This design comes from an exercise in tuning for small area and a short achievable clock period on the open sky130 flow, not from production work.
The RTL was checked by simulation tests, not by an equivalence proof against the original design.
Power figures rest on the tool's default switching activity, not on a simulated workload.

`flow/config.mk`:
```
export PLATFORM = sky130hd
export DESIGN_NAME = spi_acl_responder
export DESIGN_NICKNAME = spi_acl_responder
export VERILOG_FILES = /design/flow/design.v
export SDC_FILE = /design/flow/constraint.sdc
export NUM_CORES = 4
export LEC_CHECK = 0
export CAP_MARGIN = 20
export CORE_MARGIN = 2
export CORE_UTILIZATION = 40
export SLEW_MARGIN = 20
```
`flow/constraint.sdc`:
```
create_clock -name core_clock -period 6.0 [get_ports {CLK}]
set_input_delay 1.2000 -clock core_clock [delete_from_list [all_inputs] [get_ports {CLK}]]
set_output_delay 1.2000 -clock core_clock [all_outputs]
set_load 0.01 [all_outputs]
```
`flow/design.v`:
```
`timescale 1ns/1ps
module spi_acl_responder #(
  parameter int          ADDR_W  = 6,
  parameter logic [7:0]  DEVID   = 8'hAD,
  parameter int          SYNC_FF = 2
) (
  input  logic              CLK,
  input  logic              RST,
  input  logic              SCLK,
  input  logic              SS,
  input  logic              SDI,
  output logic              SDO,
  input  logic              smp_valid,
  input  logic [7:0]        smp_x,
  input  logic [7:0]        smp_y,
  input  logic [7:0]        smp_z,
  output logic [7:0]        pwr_ctl,
  output logic              wr_stb,
  output logic [ADDR_W-1:0] wr_addr,
  output logic [7:0]        wr_data,
  output logic              frame_done,
  output logic              cmd_err
);
  localparam int DEPTH = 1 << ADDR_W;
  localparam logic [7:0] CMD_WR = 8'h0A;
  localparam logic [7:0] CMD_RD = 8'h0B;
  localparam logic [ADDR_W-1:0] A_DEV = '0;
  localparam logic [ADDR_W-1:0] A_X   = ADDR_W'(8'h08);
  localparam logic [ADDR_W-1:0] A_Y   = ADDR_W'(8'h09);
  localparam logic [ADDR_W-1:0] A_Z   = ADDR_W'(8'h0A);
  localparam logic [ADDR_W-1:0] A_PWR = ADDR_W'(8'h2D);
  typedef enum logic [2:0] {
    S_IDLE, S_CMD, S_ADDR, S_WDATA, S_RDATA, S_IGNORE
  } state_t;
  state_t state, state_next;
  logic [SYNC_FF-1:0] sclk_sync, ss_sync, sdi_sync;
  logic sclk_s, ss_s, sdi_s, sclk_d, ss_d;
  logic rise, fall, ss_rise, ss_fall, active, byte_done;
  logic [2:0]        bit_cnt;
  logic [7:0]        rx_sr, rx_next, tx_sr;
  logic [ADDR_W-1:0] addr, load_addr;
  logic              addr_bad, load_bad, hi_bad;
  logic              is_rd, got_byte, wr_ok, read_only;
  logic [7:0]        regs [DEPTH];
  assign sclk_s  = sclk_sync[SYNC_FF-1];
  assign ss_s    = ss_sync[SYNC_FF-1];
  assign sdi_s   = sdi_sync[SYNC_FF-1];
  assign rise    = sclk_s & ~sclk_d;
  assign fall    = ~sclk_s & sclk_d;
  assign ss_rise = ss_s & ~ss_d;
  assign ss_fall = ~ss_s & ss_d;
  assign active    = (state != S_IDLE) && !ss_s;
  assign rx_next   = {rx_sr[6:0], sdi_s};
  assign byte_done = active && rise && (bit_cnt == 3'd7);
  assign hi_bad    = (rx_next >> ADDR_W) != 8'd0;
  assign read_only = (addr == A_DEV) || (addr == A_X) || (addr == A_Y) || (addr == A_Z);
  assign wr_ok     = byte_done && (state == S_WDATA) && !addr_bad && !read_only;
  assign pwr_ctl = regs[A_PWR];
  assign SDO     = (state == S_RDATA && !ss_s) ? tx_sr[7] : 1'b0;
  always_ff @(posedge CLK) begin
    if (RST) begin
      sclk_sync <= '0;
      ss_sync   <= '0;
      sdi_sync  <= '0;
      sclk_d    <= 1'b0;
      ss_d      <= 1'b0;
    end else begin
      sclk_sync <= {sclk_sync[SYNC_FF-2:0], SCLK};
      ss_sync   <= {ss_sync[SYNC_FF-2:0], SS};
      sdi_sync  <= {sdi_sync[SYNC_FF-2:0], SDI};
      sclk_d    <= sclk_s;
      ss_d      <= ss_s;
    end
  end
  always_ff @(posedge CLK) begin
    if (RST) state <= S_IDLE;
    else     state <= state_next;
  end
  always_comb begin
    state_next = state;
    if (ss_s) begin
      state_next = S_IDLE;
    end else begin
      case (state)
        S_IDLE:  if (ss_fall) state_next = S_CMD;
        S_CMD:   if (byte_done)
                   state_next = (rx_next == CMD_WR || rx_next == CMD_RD) ? S_ADDR : S_IGNORE;
        S_ADDR:  if (byte_done) state_next = is_rd ? S_RDATA : S_WDATA;
        default: state_next = state;
      endcase
    end
  end
  always_comb begin
    load_addr = addr;
    load_bad  = addr_bad;
    if (state == S_ADDR) begin
      load_addr = rx_next[ADDR_W-1:0];
      load_bad  = hi_bad;
    end else begin
      load_addr = addr + ADDR_W'(1);
    end
  end
  always_ff @(posedge CLK) begin
    if (RST) begin
      bit_cnt  <= '0;
      rx_sr    <= '0;
      tx_sr    <= '0;
      addr     <= '0;
      addr_bad <= 1'b0;
      is_rd    <= 1'b0;
      got_byte <= 1'b0;
    end else if (!active) begin
      bit_cnt  <= '0;
      got_byte <= 1'b0;
    end else begin
      if (rise) begin
        rx_sr   <= rx_next;
        bit_cnt <= bit_cnt + 3'd1;
      end
      if (byte_done) got_byte <= 1'b1;
      if (byte_done && state == S_CMD) is_rd <= (rx_next == CMD_RD);
      if (byte_done && (state == S_ADDR || state == S_WDATA || state == S_RDATA)) begin
        addr     <= load_addr;
        addr_bad <= load_bad;
      end
      if (byte_done && state_next == S_RDATA)
        tx_sr <= load_bad ? 8'h00 : regs[load_addr];
      else if (state == S_RDATA && fall && bit_cnt != 3'd0)
        tx_sr <= {tx_sr[6:0], 1'b0};
    end
  end
  for (genvar g = 0; g < DEPTH; g++) begin : g_reg
    localparam logic [ADDR_W-1:0] GA = ADDR_W'(g);
    logic [7:0] q;
    assign regs[g] = q;
    always_ff @(posedge CLK) begin
      if (RST)                          q <= (GA == A_DEV) ? DEVID : 8'h00;
      else if (smp_valid && GA == A_X)  q <= smp_x;
      else if (smp_valid && GA == A_Y)  q <= smp_y;
      else if (smp_valid && GA == A_Z)  q <= smp_z;
      else if (wr_ok && addr == GA)     q <= rx_next;
    end
  end
  always_ff @(posedge CLK) begin
    if (RST) begin
      wr_stb     <= 1'b0;
      wr_addr    <= '0;
      wr_data    <= '0;
      frame_done <= 1'b0;
      cmd_err    <= 1'b0;
    end else begin
      wr_stb     <= wr_ok;
      frame_done <= ss_rise && got_byte;
      if (wr_ok) begin
        wr_addr <= addr;
        wr_data <= rx_next;
      end
      if (byte_done && state == S_CMD && rx_next != CMD_WR && rx_next != CMD_RD)
        cmd_err <= 1'b1;
    end
  end
endmodule
```
`flow/run.sh`:
```
#!/bin/bash
# synth_recipe.tcl (not shown) runs the flow's synth.tcl, then flattens the netlist and writes it again
# the make line also repeats each setting of config.mk as NAME=value (left out here)
make -C /OpenROAD-flow-scripts/flow DESIGN_CONFIG=/design/flow/config.mk WORK_HOME=/design/flow/orfs CLKGATE_MAP_FILE= SYNTH_SCRIPT=/design/flow/synth_recipe.tcl finish
```
==> run summary <==
per-layer routing:
layer / vias to the layer above / share of wire / global-route usage
li1: 11500 / - / -
met3: 487 / 0.13 / 0.109
met2: 1978 / 0.40 / 0.540
met4: 10 / 0.076 / 0.241
met1: 12700 / 0.39 / 0.516
met5: - / 0.00047 / 0
registers in the layout, summed over array words and instances, names as in the netlist, 2 cells and up:
register / cells
addr: 6
sclk_sync: 2
g.q: 512
ss_sync: 2
wr_data: 8
bit_cnt: 3
tx_sr: 8
state: 3
rx_sr: 7
sdi_sync: 2
wr_addr: 6
layout by cell type, fill, tap and decap left out, types with 17 or more instances in the layout:
cell type,Yosys,routed
a21oi_1,545,544
a222oi_1,23,23
a22oi_1,96,96
a32oi_1,21,21
and2_1,17,17
and3_1,19,19
buf_4,5,99
clkbuf_16,0,63
clkdlybuf4s50_1,0,53
dfxtp_1,567,559
mux2i_1,47,46
nand2_1,1116,1116
nand3_1,74,73
nand4_1,25,25
nor2_1,167,167
nor2b_1,19,19
nor3_1,23,22
nor4_1,21,20
o21ai_0,26,24
o22ai_1,37,31
per-stage QoR:
stage	total power [mW]	setup slack, ns	hold slack, ns	utilization	std cells
6_report	7.75	0.725	0.448	0.465	4206
5_1_grt	7.92	0.816	0.464	0.465	4202
4_1_cts	7.76	1.02	0.450	0.465	4202
3_5_place_dp	4.00	1.03	0.429	0.433	4093
3_3_place_gp	4.00	1.20	0.419	0.433	4093
2_1_floorplan	3.94	2.60	0.407	-	3332
power breakdown:
part	total [mW]	internal (mW)	switching, mW
Combinational	0.123	0.0354	0.0874
Clock	3.83	2.20	1.63
Sequential	3.80	3.77	0.0225
Total	7.75	6.01	1.74
cell families (layout without fill, tap and decap cells):
family	count (synthesis)	in the layout
simple gates	1547	1547
compound gates	906	906
flops	567	567
buf+inv	248	281
mux	51	51
fa+ha+maj	7	7
xor+xnor	6	6
other cells	0	4
area by class of cell:
type	count	share of cell area
multi-input combinational	2517	0.448
sequential	567	0.396
clock buffer	92	0.0631
timing repair buffer	159	0.0485
tap	837	0.0364
clock inverter	17	0.00618
inverter	13	0.00170
antenna	4	0.000348
worst paths after layout:
| path | slack (ns) | cells after the start | startpoint | end |
|---|---|---|---|---|
| worst min register to register | 0.45 | 1 | sclk_sync[0] | sclk_sync[1] |
| worst min-delay path | 0.45 | 1 | sclk_sync[0] | sclk_sync[1] |
| worst max-delay path | 0.72 | 12 | addr[0] | tx_sr[7] |
| worst max register to register | 0.72 | 12 | addr[0] | tx_sr[7] |
==> impl_metrics.env <==
export IMPL_io_buffers=55
export IMPL_rsz0062_at_grt="false"
export IMPL_fin_skew_ns=0.0338
export IMPL_path_cells="ha_1 > and3_1 > xnor2_2 > o22ai_4 > buf_4 > buf_4 > a222oi_1 > nor2_1 > a2111oi_0 > o2111ai_1 > a211oi_1 > nor3_1"
export IMPL_final_cell_area_mm2=0.0288
export IMPL_layout_min_cycle_time_ns=5.28
export IMPL_drv_slew=0
export IMPL_endpoint_kind="flop"
export IMPL_synth_edf_count=0
export IMPL_cts_sinks=567
export IMPL_cpMostUsedCell="buf_4"
export IMPL_synth_top_family_by_area="simple AND/OR/NAND/NOR gates"
export IMPL_cts_tree="built"
export IMPL_maxCapViolCount=0
export IMPL_die_h_um=254
export IMPL_vias_per_cell=6.36
export IMPL_cts_hold_buf=0
export IMPL_synthXorXnorAreaFrac=0.00269
export IMPL_yosys_register_bits=567
export IMPL_cts_root_buf="clkbuf_16"
export IMPL_multi_input_area_mm2=0.0129
export IMPL_drcViolationCount=0
export IMPL_core_area_mm2=0.0618
export IMPL_muxShareOfSynthArea=0.0212
export IMPL_synth_compound_area_frac=0.223
export IMPL_path_delay_family="compound AO/OA/AOI/OAI gates"
export IMPL_grt_pass1_wl_mm=178
export IMPL_ctsLongestPathBuffers=3
export IMPL_placed_area_mm2=0.0267
export IMPL_crit_path_max_incr_delay_ns=0.91
export IMPL_crit_fanout=20
export IMPL_clk_pin_slew_worst_paths_ns=0.06
export IMPL_finalSetupViolCount=0
export IMPL_yosys_area_share_simple=0.257
export IMPL_worstMarginPinSlew_ns=1.30
export IMPL_hold_violations=0
export IMPL_drt_iter0_markers=4558
export IMPL_status="timing/DRC/antenna clean"
export IMPL_syn_inst=3332
export IMPL_cp_start_kind="flop"
export IMPL_ioPinCount=56
export IMPL_grt_max_degree=182
export IMPL_vias=26800
export IMPL_fmax_mhz=190
export IMPL_syn_area_per_cell_um2=7.53
export IMPL_hpwl_mm=89.0
export IMPL_antenna_left=0
export IMPL_antenna_found_initial=11
export IMPL_drt_total_wl_mm=128
export IMPL_cts_made_buffers=61
export IMPL_synth_top_area_share=0.452
export IMPL_ir_drop_mv=0.217
export IMPL_p_leak_nw=8.76
export IMPL_cpMaxStageDelayCell="a2111oi_0"
export IMPL_start_util=0.406
export IMPL_crit_required_ns=6.54
export IMPL_syn_to_final_growth_pct=14.6
export IMPL_synth_top_cells_by_area="dfxtp_1 45%, nand2_1 17%, a21oi_1 11%"
export IMPL_ys_flop_type="dfxtp_1"
export IMPL_ys_async_sr_fraction=0
export IMPL_crit_buf_inv=2
export IMPL_post_cts_resized=0
export IMPL_hp_class="reg -> reg"
export IMPL_final_nets=3356
export IMPL_synth_cell_type_count=86
export IMPL_synthTopCellsByCount="1116 x nand2_1, 567 x dfxtp_1, 545 x a21oi_1"
export IMPL_synthAdderAreaFrac=0.00349
export IMPL_die_area_mm2=0.0647
export IMPL_gp_congestion=1.16
export IMPL_nFillCells=6279
export IMPL_drive_gt1_frac=0.0752
export IMPL_power_density_mw_per_mm2=270
export IMPL_path_class="reg -> reg"
export IMPL_yosysTopAreaCell="dfxtp_1"
export IMPL_finalSetupTns_ns=0
export IMPL_arrival_ns=5.82
export IMPL_rows=91
export IMPL_yosysMostFrequentCell="nand2_1"
export IMPL_die_w_um=254
export IMPL_htreeDepth=2
export IMPL_cts_setup_buffers=0
export IMPL_clock_latency_ns=0.66
export IMPL_period_share=0.879
export IMPL_syn_nets=3369
export IMPL_first_pass_iters=6
export IMPL_grt_overflow=0
export IMPL_synth_seq_area_share=0.452
export IMPL_ys_warnings_count=2
export IMPL_regArea_mm2=0.0114
export IMPL_grt_usage=0.384
export IMPL_grt_pass1_vias=23500
export IMPL_synth_cell_area_mm2=0.0251
export IMPL_slew_headroom=0.135
export IMPL_routedWlPerCell_um=30.3

[afterwards: timing with drivers on the ports]
The results above use ideal ports. As a check the final layout listed here was re-extracted and re-timed, cells and wires unchanged. Step 1 (the two cells are an assumption about what drives the block):
set clk [get_ports {CLK}]
set_driving_cell -lib_cell sky130_fd_sc_hd__clkbuf_16 $clk
set_driving_cell -lib_cell sky130_fd_sc_hd__buf_2 [delete_from_list [all_inputs] $clk]
Step 2 also shifts input and output timing later by t, the mid clock arrival at the registers, as if the neighbouring blocks saw the same clock. a / b / c = ideal / step 1 / step 2; a / b = the first two.
shift t [ns]: 0.703
setup WS [ns]: 0.725 / 0.725 / 0.725
worst setup path at the end: register to register
After both steps setup and hold are still met in this run. The setup slack of this run moves by 0.000 ns with the drivers and by 0.000 ns with both steps.
